This is an optimization exercise on Yosys and OpenROAD, whose aim is small area, a short achievable clock period and few clock cycles per item, not a production implementation.
In this exercise RTL edits were held to simulation tests only and were not proved equivalent to the original.

<file path="design/flow/design.v">
package ictf_pkg;
  localparam int ANGLE_FRAC_BITS_DEF = 16;
  localparam int TABLE_FRAC          = 20;
  localparam int SQ_PRESCALE         = 14;
  localparam logic [4:0] DIV_LAST = 5'd27;
  localparam logic [4:0] SQ_LAST  = 5'd29;
  localparam logic [4:0] CD_LAST  = 5'd19;
  localparam logic [2:0] CFG_GYRO_GAIN     = 3'd0;
  localparam logic [2:0] CFG_YAW_GAIN      = 3'd1;
  localparam logic [2:0] CFG_ACCEL_WEIGHT  = 3'd2;
  localparam logic [2:0] CFG_SMOOTH_WEIGHT = 3'd3;
  localparam logic [2:0] CFG_CAL_SAMPLES   = 3'd4;
  localparam logic [23:0] GYRO_GAIN_RST     = 24'd262423;
  localparam logic [23:0] YAW_GAIN_RST      = 24'd1172078;
  localparam logic [24:0] ACCEL_WEIGHT_RST  = 25'd6711;
  localparam logic [16:0] SMOOTH_WEIGHT_RST = 17'd6554;
  localparam logic [11:0] CAL_SAMPLES_RST   = 12'd2000;
  localparam logic [3:0] MI_GYRO_P   = 4'd0;
  localparam logic [3:0] MI_GYRO_R   = 4'd1;
  localparam logic [3:0] MI_YAW      = 4'd2;
  localparam logic [3:0] MI_CPL_P    = 4'd3;
  localparam logic [3:0] MI_CPL_R    = 4'd4;
  localparam logic [3:0] MI_SQ_P0    = 4'd5;
  localparam logic [3:0] MI_SQ_P1    = 4'd6;
  localparam logic [3:0] MI_SQ_R0    = 4'd7;
  localparam logic [3:0] MI_SQ_R1    = 4'd8;
  localparam logic [3:0] MI_BLEND_P  = 4'd9;
  localparam logic [3:0] MI_BLEND_R  = 4'd10;
  localparam logic [3:0] MI_SMOOTH_P = 4'd11;
  localparam logic [3:0] MI_SMOOTH_R = 4'd12;
  localparam logic [3:0] AXIS_LAST = 4'd2;
  typedef enum logic [4:0] {
    ST_IDLE, ST_START, ST_DIV_INIT, ST_DIV_STEP, ST_DIV_END, ST_CORR,
    ST_M_LD, ST_M_WT, ST_M_US, ST_SQ_INIT, ST_SQ_STEP, ST_CD_INIT,
    ST_CD_STEP, ST_CD_END, ST_SEED, ST_EMIT_CAL, ST_EMIT_RUN
  } state_t;
  typedef enum logic [4:0] {
    OP_NOP, OP_LATCH, OP_CAL_ACC, OP_DIV_INIT, OP_DIV_STEP, OP_DIV_END,
    OP_CORR, OP_M_LD, OP_M_US, OP_SQ_INIT, OP_SQ_STEP, OP_CD_INIT,
    OP_CD_STEP, OP_CD_END, OP_SEED, OP_EMIT_CAL, OP_EMIT_RUN
  } op_t;
  typedef struct packed {
    op_t        op;
    logic [3:0] mi;
    logic [4:0] idx;
  } cmd_t;
  typedef struct packed {
    logic calibrated;
    logic cal_done;
    logic seeded;
  } status_t;
endpackage
import ictf_pkg::*;
module ictf_ctrl
(
  input  logic    clk,
  input  logic    rst_n,
  input  logic    in_tvalid,
  output logic    in_tready,
  output logic    out_tvalid,
  input  logic    out_tready,
  input  ictf_pkg::status_t status,
  output ictf_pkg::cmd_t    cmd
);
  ictf_pkg::state_t     state_r, state_nxt;
  logic [4:0] cnt_r, cnt_nxt;
  logic [3:0] mi_r, mi_nxt;
  logic       out_valid_r, out_valid_nxt;
  logic       emit_ok;
  assign emit_ok = !out_valid_r || out_tready;
  always_ff @(posedge clk) begin
    if (!rst_n) begin
      state_r     <= ST_IDLE;
      cnt_r       <= '0;
      mi_r        <= '0;
      out_valid_r <= 1'b0;
    end else begin
      state_r     <= state_nxt;
      cnt_r       <= cnt_nxt;
      mi_r        <= mi_nxt;
      out_valid_r <= out_valid_nxt;
    end
  end
  always_comb begin
    state_nxt = state_r;
    cnt_nxt   = cnt_r;
    mi_nxt    = mi_r;
    case (state_r)
      ST_IDLE: begin
        if (in_tvalid) state_nxt = ST_START;
      end
      ST_START: begin
        mi_nxt = '0;
        if (status.calibrated) state_nxt = ST_CORR;
        else if (status.cal_done) state_nxt = ST_DIV_INIT;
        else state_nxt = ST_EMIT_CAL;
      end
      ST_DIV_INIT: begin
        cnt_nxt   = '0;
        state_nxt = ST_DIV_STEP;
      end
      ST_DIV_STEP: begin
        cnt_nxt = cnt_r + 5'd1;
        if (cnt_r == DIV_LAST) state_nxt = ST_DIV_END;
      end
      ST_DIV_END: begin
        if (mi_r == AXIS_LAST) begin
          state_nxt = ST_EMIT_CAL;
        end else begin
          mi_nxt    = mi_r + 4'd1;
          state_nxt = ST_DIV_INIT;
        end
      end
      ST_CORR: begin
        mi_nxt    = MI_GYRO_P;
        state_nxt = ST_M_LD;
      end
      ST_M_LD: state_nxt = ST_M_WT;
      ST_M_WT: state_nxt = ST_M_US;
      ST_M_US: begin
        if (mi_r == MI_SQ_P1 || mi_r == MI_SQ_R1) begin
          state_nxt = ST_SQ_INIT;
        end else if (mi_r == MI_SMOOTH_R) begin
          state_nxt = ST_EMIT_RUN;
        end else begin
          mi_nxt    = mi_r + 4'd1;
          state_nxt = ST_M_LD;
        end
      end
      ST_SQ_INIT: begin
        cnt_nxt   = '0;
        state_nxt = ST_SQ_STEP;
      end
      ST_SQ_STEP: begin
        cnt_nxt = cnt_r + 5'd1;
        if (cnt_r == SQ_LAST) state_nxt = ST_CD_INIT;
      end
      ST_CD_INIT: begin
        cnt_nxt   = '0;
        state_nxt = ST_CD_STEP;
      end
      ST_CD_STEP: begin
        cnt_nxt = cnt_r + 5'd1;
        if (cnt_r == CD_LAST) state_nxt = ST_CD_END;
      end
      ST_CD_END: begin
        if (mi_r == MI_SQ_P1) begin
          mi_nxt    = MI_SQ_R0;
          state_nxt = ST_M_LD;
        end else if (status.seeded) begin
          mi_nxt    = MI_BLEND_P;
          state_nxt = ST_M_LD;
        end else begin
          state_nxt = ST_SEED;
        end
      end
      ST_SEED: begin
        mi_nxt    = MI_SMOOTH_P;
        state_nxt = ST_M_LD;
      end
      ST_EMIT_CAL, ST_EMIT_RUN: begin
        if (emit_ok) state_nxt = ST_IDLE;
      end
      default: state_nxt = ST_IDLE;
    endcase
  end
  always_comb begin
    cmd.op        = OP_NOP;
    cmd.mi        = mi_r;
    cmd.idx       = cnt_r;
    in_tready     = 1'b0;
    out_valid_nxt = out_valid_r && !out_tready;
    case (state_r)
      ST_IDLE: begin
        in_tready = 1'b1;
        if (in_tvalid) cmd.op = OP_LATCH;
      end
      ST_START: begin
        if (!status.calibrated) cmd.op = OP_CAL_ACC;
      end
      ST_DIV_INIT: cmd.op = OP_DIV_INIT;
      ST_DIV_STEP: cmd.op = OP_DIV_STEP;
      ST_DIV_END:  cmd.op = OP_DIV_END;
      ST_CORR:     cmd.op = OP_CORR;
      ST_M_LD:     cmd.op = OP_M_LD;
      ST_M_US:     cmd.op = OP_M_US;
      ST_SQ_INIT:  cmd.op = OP_SQ_INIT;
      ST_SQ_STEP:  cmd.op = OP_SQ_STEP;
      ST_CD_INIT:  cmd.op = OP_CD_INIT;
      ST_CD_STEP:  cmd.op = OP_CD_STEP;
      ST_CD_END:   cmd.op = OP_CD_END;
      ST_SEED:     cmd.op = OP_SEED;
      ST_EMIT_CAL: begin
        if (emit_ok) begin
          cmd.op        = OP_EMIT_CAL;
          out_valid_nxt = 1'b1;
        end
      end
      ST_EMIT_RUN: begin
        if (emit_ok) begin
          cmd.op        = OP_EMIT_RUN;
          out_valid_nxt = 1'b1;
        end
      end
      default: cmd.op = OP_NOP;
    endcase
  end
  assign out_tvalid = out_valid_r;
endmodule
import ictf_pkg::*;
module ictf_dp
#(
  parameter int ANGLE_FRAC_BITS = ANGLE_FRAC_BITS_DEF
) (
  input  logic               clk,
  input  logic               rst_n,
  input  ictf_pkg::cmd_t               cmd,
  output ictf_pkg::status_t            status,
  input  logic [95:0]        in_tdata,
  input  logic               cfg_we,
  input  logic [2:0]         cfg_index,
  input  logic [24:0]        cfg_wdata,
  output logic signed [31:0] out_pitch,
  output logic signed [31:0] out_roll,
  output logic               out_cal,
  output logic               out_degen
);
  function automatic logic signed [31:0] cordic_atan(input logic [4:0] i);
    case (i)
      5'd0:    cordic_atan = 32'sd47185920;
      5'd1:    cordic_atan = 32'sd27855475;
      5'd2:    cordic_atan = 32'sd14718068;
      5'd3:    cordic_atan = 32'sd7471121;
      5'd4:    cordic_atan = 32'sd3750058;
      5'd5:    cordic_atan = 32'sd1876857;
      5'd6:    cordic_atan = 32'sd938658;
      5'd7:    cordic_atan = 32'sd469357;
      5'd8:    cordic_atan = 32'sd234682;
      5'd9:    cordic_atan = 32'sd117342;
      5'd10:   cordic_atan = 32'sd58671;
      5'd11:   cordic_atan = 32'sd29335;
      5'd12:   cordic_atan = 32'sd14668;
      5'd13:   cordic_atan = 32'sd7334;
      5'd14:   cordic_atan = 32'sd3667;
      5'd15:   cordic_atan = 32'sd1833;
      5'd16:   cordic_atan = 32'sd917;
      5'd17:   cordic_atan = 32'sd458;
      5'd18:   cordic_atan = 32'sd229;
      5'd19:   cordic_atan = 32'sd115;
      default: cordic_atan = 32'sd0;
    endcase
  endfunction
  function automatic logic signed [63:0] rshr(input logic signed [63:0] v, input integer s);
    if (s == 0) begin
      rshr = v;
    end else begin
      rshr = (v + (64'sd1 <<< (s - 1))) >>> s;
    end
  endfunction
  function automatic logic signed [31:0] sat32(input logic signed [63:0] v);
    if (v > 64'sd2147483647) begin
      sat32 = 32'sh7fffffff;
    end else if (v < -64'sd2147483648) begin
      sat32 = 32'sh80000000;
    end else begin
      sat32 = v[31:0];
    end
  endfunction
  localparam int GYRO_SHIFT = 32 - ANGLE_FRAC_BITS;
  localparam int TILT_SHIFT = TABLE_FRAC - ANGLE_FRAC_BITS;
  logic [23:0] gg_r, yg_r;
  logic [24:0] aw_r;
  logic [16:0] sw_r;
  logic [11:0] cal_r;
  logic signed [15:0] ax_r, ay_r, az_r;
  logic signed [15:0] raw_r [3];
  logic signed [16:0] rc_r [3];
  logic signed [27:0] osum_r [3];
  logic signed [15:0] roff_r [3];
  logic [11:0]        count_r;
  logic               calib_r, seeded_r;
  logic signed [31:0] pitch_r, roll_r, pf_r, rf_r, pacc_r, racc_r;
  logic signed [25:0] s_r;
  logic [31:0]        sq_r;
  logic signed [33:0] mul_a_r;
  logic signed [25:0] mul_b_r;
  logic signed [59:0] prod_r;
  logic [27:0] dq_r;
  logic [12:0] rem_r;
  logic        neg_r;
  logic [59:0] n_r, res_r, bit_r;
  logic signed [33:0] x_r, y_r;
  logic signed [31:0] z_r;
  logic signed [31:0] op_pitch_r, op_roll_r;
  logic               op_cal_r, op_degen_r;
  logic [11:0]        need;
  logic               degen;
  logic [24:0]        aw_eff;
  logic [16:0]        sw_eff;
  logic signed [63:0] p64, tilt;
  logic [12:0]        dtrial;
  logic [59:0]        sqtrial;
  logic signed [33:0] cdx, cdy;
  logic signed [27:0] osel;
  assign need    = (cal_r == 12'd0) ? 12'd1 : cal_r;
  assign degen   = (ax_r == 16'sd0) && (ay_r == 16'sd0) && (az_r == 16'sd0);
  assign aw_eff  = (aw_r > 25'd16777216) ? 25'd16777216 : aw_r;
  assign sw_eff  = (sw_r > 17'd65536) ? 17'd65536 : sw_r;
  assign p64     = 64'(prod_r);
  assign tilt    = rshr(64'(z_r), TILT_SHIFT);
  assign dtrial  = {rem_r[11:0], dq_r[27]};
  assign sqtrial = res_r + bit_r;
  assign cdx     = y_r >>> cmd.idx;
  assign cdy     = x_r >>> cmd.idx;
  assign osel    = osum_r[cmd.mi[1:0]];
  assign status.calibrated = calib_r;
  assign status.cal_done   = ({1'b0, count_r} + 13'd1) >= {1'b0, need};
  assign status.seeded     = seeded_r;
  always_ff @(posedge clk) begin
    if (!rst_n) begin
      gg_r  <= GYRO_GAIN_RST;
      yg_r  <= YAW_GAIN_RST;
      aw_r  <= ACCEL_WEIGHT_RST;
      sw_r  <= SMOOTH_WEIGHT_RST;
      cal_r <= CAL_SAMPLES_RST;
    end else if (cfg_we) begin
      case (cfg_index)
        CFG_GYRO_GAIN:     gg_r  <= cfg_wdata[23:0];
        CFG_YAW_GAIN:      yg_r  <= cfg_wdata[23:0];
        CFG_ACCEL_WEIGHT:  aw_r  <= cfg_wdata;
        CFG_SMOOTH_WEIGHT: sw_r  <= cfg_wdata[16:0];
        CFG_CAL_SAMPLES:   cal_r <= cfg_wdata[11:0];
        default: ;
      endcase
    end
  end
  always_ff @(posedge clk) begin
    prod_r <= mul_a_r * mul_b_r;
  end
  always_ff @(posedge clk) begin
    if (!rst_n) begin
      for (int k = 0; k < 3; k++) begin
        osum_r[k] <= '0;
        roff_r[k] <= '0;
      end
      count_r  <= '0;
      calib_r  <= 1'b0;
      seeded_r <= 1'b0;
      pitch_r  <= '0;
      roll_r   <= '0;
      pf_r     <= '0;
      rf_r     <= '0;
    end else begin
      case (cmd.op)
        OP_CAL_ACC: begin
          for (int k = 0; k < 3; k++) osum_r[k] <= osum_r[k] + 28'(raw_r[k]);
          count_r <= count_r + 12'd1;
        end
        OP_DIV_END: begin
          roff_r[cmd.mi[1:0]] <= neg_r ? 16'(-$signed({1'b0, dq_r[16:0]}))
                                       : 16'(dq_r[16:0]);
          if (cmd.mi == AXIS_LAST) calib_r <= 1'b1;
        end
        OP_M_US: begin
          case (cmd.mi)
            MI_GYRO_P:   pitch_r <= sat32(64'(pitch_r) + rshr(p64, GYRO_SHIFT));
            MI_GYRO_R:   roll_r  <= sat32(64'(roll_r) + rshr(p64, GYRO_SHIFT));
            MI_CPL_P:    pitch_r <= sat32(64'(pitch_r) + rshr(p64, 24));
            MI_CPL_R:    roll_r  <= sat32(64'(roll_r) - rshr(p64, 24));
            MI_BLEND_P:  pitch_r <= sat32(64'(pitch_r) + rshr(p64, 24));
            MI_BLEND_R:  roll_r  <= sat32(64'(roll_r) + rshr(p64, 24));
            MI_SMOOTH_P: pf_r    <= sat32(64'(pf_r) + rshr(p64, 16));
            MI_SMOOTH_R: rf_r    <= sat32(64'(rf_r) + rshr(p64, 16));
            default: ;
          endcase
        end
        OP_SEED: begin
          pitch_r  <= pacc_r;
          roll_r   <= racc_r;
          seeded_r <= 1'b1;
        end
        default: ;
      endcase
    end
  end
  always_ff @(posedge clk) begin
    case (cmd.op)
      OP_LATCH: begin
        ax_r     <= in_tdata[15:0];
        ay_r     <= in_tdata[31:16];
        az_r     <= in_tdata[47:32];
        raw_r[0] <= in_tdata[63:48];
        raw_r[1] <= in_tdata[79:64];
        raw_r[2] <= in_tdata[95:80];
      end
      OP_CORR: begin
        for (int k = 0; k < 3; k++) rc_r[k] <= 17'(raw_r[k]) - 17'(roff_r[k]);
      end
      OP_DIV_INIT: begin
        neg_r <= osel[27];
        dq_r  <= osel[27] ? 28'(-osel) : 28'(osel);
        rem_r <= '0;
      end
      OP_DIV_STEP: begin
        if (dtrial >= {1'b0, count_r}) begin
          rem_r <= dtrial - {1'b0, count_r};
          dq_r  <= {dq_r[26:0], 1'b1};
        end else begin
          rem_r <= dtrial;
          dq_r  <= {dq_r[26:0], 1'b0};
        end
      end
      OP_M_LD: begin
        case (cmd.mi)
          MI_GYRO_P:   begin mul_a_r <= 34'(rc_r[0]); mul_b_r <= $signed({2'b0, gg_r}); end
          MI_GYRO_R:   begin mul_a_r <= 34'(rc_r[1]); mul_b_r <= $signed({2'b0, gg_r}); end
          MI_YAW:      begin mul_a_r <= 34'(rc_r[2]); mul_b_r <= $signed({2'b0, yg_r}); end
          MI_CPL_P:    begin mul_a_r <= 34'(roll_r);  mul_b_r <= s_r; end
          MI_CPL_R:    begin mul_a_r <= 34'(pitch_r); mul_b_r <= s_r; end
          MI_SQ_P0:    begin mul_a_r <= 34'(ax_r);    mul_b_r <= 26'(ax_r); end
          MI_SQ_P1:    begin mul_a_r <= 34'(az_r);    mul_b_r <= 26'(az_r); end
          MI_SQ_R0:    begin mul_a_r <= 34'(ay_r);    mul_b_r <= 26'(ay_r); end
          MI_SQ_R1:    begin mul_a_r <= 34'(az_r);    mul_b_r <= 26'(az_r); end
          MI_BLEND_P:  begin
            mul_a_r <= 34'(pacc_r) - 34'(pitch_r);
            mul_b_r <= $signed({1'b0, aw_eff});
          end
          MI_BLEND_R:  begin
            mul_a_r <= 34'(racc_r) - 34'(roll_r);
            mul_b_r <= $signed({1'b0, aw_eff});
          end
          MI_SMOOTH_P: begin
            mul_a_r <= 34'(pitch_r) - 34'(pf_r);
            mul_b_r <= $signed({9'b0, sw_eff});
          end
          MI_SMOOTH_R: begin
            mul_a_r <= 34'(roll_r) - 34'(rf_r);
            mul_b_r <= $signed({9'b0, sw_eff});
          end
          default:     begin mul_a_r <= '0; mul_b_r <= '0; end
        endcase
      end
      OP_M_US: begin
        case (cmd.mi)
          MI_YAW:             s_r  <= 26'(rshr(p64, 16));
          MI_SQ_P0, MI_SQ_R0: sq_r <= prod_r[31:0];
          MI_SQ_P1, MI_SQ_R1: sq_r <= sq_r + prod_r[31:0];
          default: ;
        endcase
      end
      OP_SQ_INIT: begin
        n_r   <= {sq_r, 28'b0};
        res_r <= '0;
        bit_r <= 60'd1 << 58;
      end
      OP_SQ_STEP: begin
        if (n_r >= sqtrial) begin
          n_r   <= n_r - sqtrial;
          res_r <= (res_r >> 1) + bit_r;
        end else begin
          res_r <= res_r >> 1;
        end
        bit_r <= bit_r >> 2;
      end
      OP_CD_INIT: begin
        x_r <= $signed(res_r[33:0]);
        y_r <= (cmd.mi == MI_SQ_P1) ? (34'(ay_r) <<< SQ_PRESCALE)
                                    : (34'(ax_r) <<< SQ_PRESCALE);
        z_r <= '0;
      end
      OP_CD_STEP: begin
        if (!y_r[33]) begin
          x_r <= x_r + cdx;
          y_r <= y_r - cdy;
          z_r <= z_r + cordic_atan(cmd.idx);
        end else begin
          x_r <= x_r - cdx;
          y_r <= y_r + cdy;
          z_r <= z_r - cordic_atan(cmd.idx);
        end
      end
      OP_CD_END: begin
        if (cmd.mi == MI_SQ_P1) pacc_r <= degen ? 32'sd0 : 32'(tilt);
        else racc_r <= degen ? 32'sd0 : -(32'(tilt));
      end
      OP_EMIT_CAL: begin
        op_pitch_r <= '0;
        op_roll_r  <= '0;
        op_cal_r   <= 1'b1;
        op_degen_r <= 1'b0;
      end
      OP_EMIT_RUN: begin
        op_pitch_r <= pf_r;
        op_roll_r  <= rf_r;
        op_cal_r   <= 1'b0;
        op_degen_r <= degen;
      end
      default: ;
    endcase
  end
  assign out_pitch = op_pitch_r;
  assign out_roll  = op_roll_r;
  assign out_cal   = op_cal_r;
  assign out_degen = op_degen_r;
endmodule
import ictf_pkg::*;
module imu_complementary_tilt_filter_unit
#(
  parameter int ANGLE_FRAC_BITS = ANGLE_FRAC_BITS_DEF
) (
  input  logic        clk,
  input  logic        rst_n,
  input  logic        in_tvalid,
  output logic        in_tready,
  input  logic [95:0] in_tdata,    
  output logic        out_tvalid,
  input  logic        out_tready,
  output logic [63:0] out_tdata,   
  output logic [1:0]  out_tuser,   
  input  logic        cfg_we,
  input  logic [2:0]  cfg_index,
  input  logic [24:0] cfg_wdata
);
  ictf_pkg::cmd_t               cmd;
  ictf_pkg::status_t            status;
  logic signed [31:0] pitch_o, roll_o;
  logic               cal_o, degen_o;
  ictf_ctrl u_ctrl (
    .clk        (clk),
    .rst_n      (rst_n),
    .in_tvalid  (in_tvalid),
    .in_tready  (in_tready),
    .out_tvalid (out_tvalid),
    .out_tready (out_tready),
    .status     (status),
    .cmd        (cmd)
  );
  ictf_dp #(
    .ANGLE_FRAC_BITS (ANGLE_FRAC_BITS)
  ) u_dp (
    .clk       (clk),
    .rst_n     (rst_n),
    .cmd       (cmd),
    .status    (status),
    .in_tdata  (in_tdata),
    .cfg_we    (cfg_we),
    .cfg_index (cfg_index),
    .cfg_wdata (cfg_wdata),
    .out_pitch (pitch_o),
    .out_roll  (roll_o),
    .out_cal   (cal_o),
    .out_degen (degen_o)
  );
  assign out_tdata = {roll_o, pitch_o};
  assign out_tuser = {degen_o, cal_o};
endmodule
</file>
<file path="design/flow/run.sh">
#!/bin/bash
# synth_recipe.tcl (not shown) runs the flow's synth.tcl, then flattens the netlist and writes it again
# the make line also repeats each setting of config.mk as NAME=value (left out here)
make -C /OpenROAD-flow-scripts/flow DESIGN_CONFIG=/design/flow/config.mk WORK_HOME=/design/flow/orfs CLKGATE_MAP_FILE= SYNTH_SCRIPT=/design/flow/synth_recipe.tcl finish
</file>
<file path="design/flow/config.mk">
export PLATFORM = sky130hd
export DESIGN_NAME = imu_complementary_tilt_filter_unit
export DESIGN_NICKNAME = imu_complementary_tilt_filter_unit
export VERILOG_FILES = /design/flow/design.v
export SDC_FILE = /design/flow/constraint.sdc
export NUM_CORES = 4
export LEC_CHECK = 0
export CAP_MARGIN = 20
export CORE_MARGIN = 2
export CORE_UTILIZATION = 40
export SLEW_MARGIN = 20
</file>
<file path="design/flow/constraint.sdc">
create_clock -name core_clock -period 10.0 [get_ports {clk}]
set_input_delay 2.0000 -clock core_clock [delete_from_list [all_inputs] [get_ports {clk}]]
set_output_delay 2.0000 -clock core_clock [all_outputs]
set_load 0.01 [all_outputs]
</file>
==> summary.txt <==
metal layers:
layer  GRT usage  wire length (um)  vias up
met5           0               343        -
met4     0.08851             15990       52
met3     0.06304             46720      668
met2      0.3953            187600     4520
met1      0.4005            203300    54324
li1            -                 -    51876
flip-flops by register name, indices dropped and copies added (netlist names), 33 cells and up, named ones only:
name,flops
u_dp.x_r,34
u_dp.mul_a_r,33
u_dp.n_r,60
u_dp.osum_r,84
u_dp.res_r,60
u_dp.roff_r,48
u_dp.prod_r,60
u_dp.raw_r,48
u_dp.y_r,34
u_dp.rc_r,51
worst paths after layout:
path,from,endpoint,slack (ns)
max,u_dp.mul_a_r[8],u_dp.prod_r[56],1.10
min,u_dp.gg_r[22],u_dp.gg_r[22],0.45
max reg2reg,u_dp.mul_a_r[8],u_dp.prod_r[56],1.10
min reg2reg,u_dp.gg_r[22],u_dp.gg_r[22],0.45
worst reg2reg max path, stage by stage (launching register included):
cell and delay, ns:
edfxtp_1 1.11, nand2_1 0.21, fa_1 0.56, inv_1 0.05, fa_1 0.47, fa_1 0.57
fa_1 0.53, fa_1 0.56, fa_1 0.60, inv_1 0.08, fa_1 0.54, inv_1 0.05
ha_1 0.37, a21o_1 0.19, a21o_1 0.16, a21oi_1 0.20, o21ai_0 0.17, nand2_1 0.09
o21ai_0 0.10, o311ai_0 0.94, a31oi_1 0.29, a211oi_1 0.39, nor2_1 0.11, a21oi_1 0.15
o21bai_1 0.08, xor2_1 0.14
area by class of cell:
cell class / instances / area share
clock buffers: 204 / 0.03198
well taps: 4180 / 0.03744
multi-input cells: 11564 / 0.6394
flip-flops and latches: 1159 / 0.2185
diodes: 23 / 0.0004120
clock inverters: 71 / 0.005849
inverters: 1439 / 0.03874
repair buffers: 444 / 0.02769
cell families after synthesis:
kind of cell | after synthesis
AO/OA/AOI/OAI | 3745
XOR/XNOR | 931
adder cells (fa/ha/maj) | 1915
buffers and inverters | 2099
flip-flops | 1159
multiplexers | 202
AND/OR/NAND/NOR | 4771
metrics by stage:
step | cells | setup slack, ns | instance area [um2]
detailed placement | 18779 | 1.195 | 134200
finish | 19084 | 1.095 | 139700
floorplan | 14822 | 1.050 | 127700
CTS | 19054 | 1.008 | 139500
global placement | 18779 | 1.200 | 134200
global route | 19063 | 0.5618 | 139600
cells in the mapped netlist (all sizes together), types with 86 or more instances:
cell type,instances
a211oi,141
a21o,364
a21oi,1013
a221oi,86
a22oi,94
a31oi,144
and2,428
and3,131
clkbuf,580
dfxtp,429
edfxtp,730
fa,908
ha,1007
inv,1434
mux4,90
nand2,1817
nand2b,174
nand3,314
nand4,135
nor2,1044
nor2b,135
nor3,214
nor4,91
o211ai,121
o21a,132
o21ai,834
o21bai,102
o22ai,89
o31ai,93
or3,94
xnor2,567
xor2,364
==> results.py <==
metrics = {
    "worst_hold_path": {
        "min_path_cells": 2,
        "hold_path_class": "reg -> reg",
    },
    "logic_synthesis": {
        "synth_top_family_by_area": "adder cells",
        "synth_simple_gate_area_frac": 0.1754,
        "synth.mux.area_fraction": 0.02626,
        "yosysTopAreaCellShare": 0.1717,
        "synth_xor_area_frac": 0.06387,
        "synth_cell_type_count": 121,
        "synth_nets": 16866,
        "netlist_area_mm2": 0.1277,
        "avgSynthCellArea_um2": 8.614,
        "synth_cells": 14822,
        "yosysWarningCount": 5,
        "synth_seq_area_share": 0.2390,
        "synth_compound_area_frac": 0.1899,
        "yosys.area.top_type": "edfxtp_1",
        "synth_edf_count": 730,
        "synth-async-reset-ratio": 0,
        "synthTopCellsByArea": "edfxtp_1, fa_1, ha_1",
        "synth_seq_cells": 1159,
        "synth_fa_ha_area_frac": 0.2411,
        "ys.flop_type": "edfxtp_1",
    },
    "timing": {
        "max_freq_mhz": 112.3,
        "min_period_ns": 8.905,
        "rsz0062_at_grt": "false",
        "worstMarginPinSlew_ns": 1.270,
        "setup_viol": 0,
        "slew_violations": 0,
        "final.period_utilization": 0.8905,
        "finalSetupTns_ns": 0,
        "slew_headroom": 0.1445,
        "holdWs_ns": 0.4533,
        "hold_viol": 0,
        "fin_worst_skew_ns": 0.07978,
    },
    "critical_path": {
        "end_kind": "register",
        "cp.arrival_ns": 9.59,
        "cp_top_family": "adder cells",
        "cp_max_fo": 26,
        "slowest_delay_ns": 1.11,
        "reg2reg_depth": 25,
        "critPathLaunchType": "register",
        "crit_required_ns": 10.69,
        "cp_num_buf_inv": 3,
        "critPathSlowestCell": "edfxtp_1",
        "cpMostUsedCell": "fa_1",
        "crit_cells": 25,
        "crit_type": "reg -> reg",
    },
    "clock_network": {
        "cts_setup_buffers": 0,
        "clockBufferDepth": 4,
        "cts_htree_levels": 4,
        "hold_buffers": 0,
        "cts.repair.resized": 0,
        "cts_buffers": 155,
        "clk_pin_slew_worst_paths_ns": 0.06,
        "cts_tree": "built",
        "clk_latency_ns": 0.87,
        "cts_root_buf": "clkbuf_16",
        "clock_sinks": 1159,
    },
    "layout": {
        "final_util": 0.4396,
        "fin_nets": 16807,
        "final_cell_mix": "nand2_1, inv_1, nor2_1",
        "syn_to_final_growth_pct": 9.411,
        "n_fill_cell": 31274,
        "regArea_mm2": 0.03052,
        "drive_gt1_frac": 0.05329,
        "multi_input_area_mm2": 0.08932,
        "layout.cells.most_common": "nand2_1",
    },
    "drt": {
        "drt.antenna.violating_nets": 0,
        "first_pass_iters": 8,
        "routedWlPerCell_um": 23.79,
        "drt_iter0_drc": 11432,
        "drc": 0,
        "viasPerCell": 5.839,
        "drt_wl_total_um": 453900,
        "dr_total_vias": 111440,
    },
    "floorplan": {
        "die_y_um": 569.0,
        "coreArea_mm2": 0.3178,
        "num_rows": 207,
        "die-area_mm2": 0.3237,
        "initial_core_util": 0.4017,
        "die_w_um": 569.0,
        "ios": 197,
    },
    "placement": {
        "gp_congestion": 1.031,
        "dp_hpwl_um": 359300,
        "io_buffers": 196,
    },
    "global_route": {
        "grt_pass1_vias": 104854,
        "antenna_found_initial": 64,
        "grt_max_degree": 82,
        "grt_pass1_wl_um": 676300,
        "grt.overflow.total": 0,
        "grt_usage": 0.2741,
    },
    "status": {
        "outcome": "no timing/DRC/antenna violations",
    },
    "flow_run": {
        "maxCapViolations": 0,
    },
}
Testbench counts, summed over its fixed seeds: cycles 238,368, items 1,600.

[separate check: timing with driven ports]
How much do the figures lean on ideal ports? The routed layout below was timed once more, with nothing changed but the port constraints. Step 1 (the two cells are an assumption about what drives the block):
set clk [get_ports {clk}]
set_driving_cell -lib_cell sky130_fd_sc_hd__clkbuf_16 $clk
set_driving_cell -lib_cell sky130_fd_sc_hd__buf_2 [delete_from_list [all_inputs] $clk]
Step 2, shift: input delay + t, output delay - t, t = (earliest + latest rising clock arrival at the registers) / 2. This alone moves slack from input paths to output paths. a / b / c = ideal / step 1 / step 2; a / b = the first two.
t, ns: 0.940
setup slack, ns: 1.095 / 1.095 / 1.095
worst setup path after step 2: register to register
worst register clock-pin slew, ns: 0.07 / 0.07
pins driven straight from the clock port: 1
After both steps this run still meets setup and hold. The setup slack of this run moves by 0.000 ns with the drivers and by 0.000 ns with both steps.
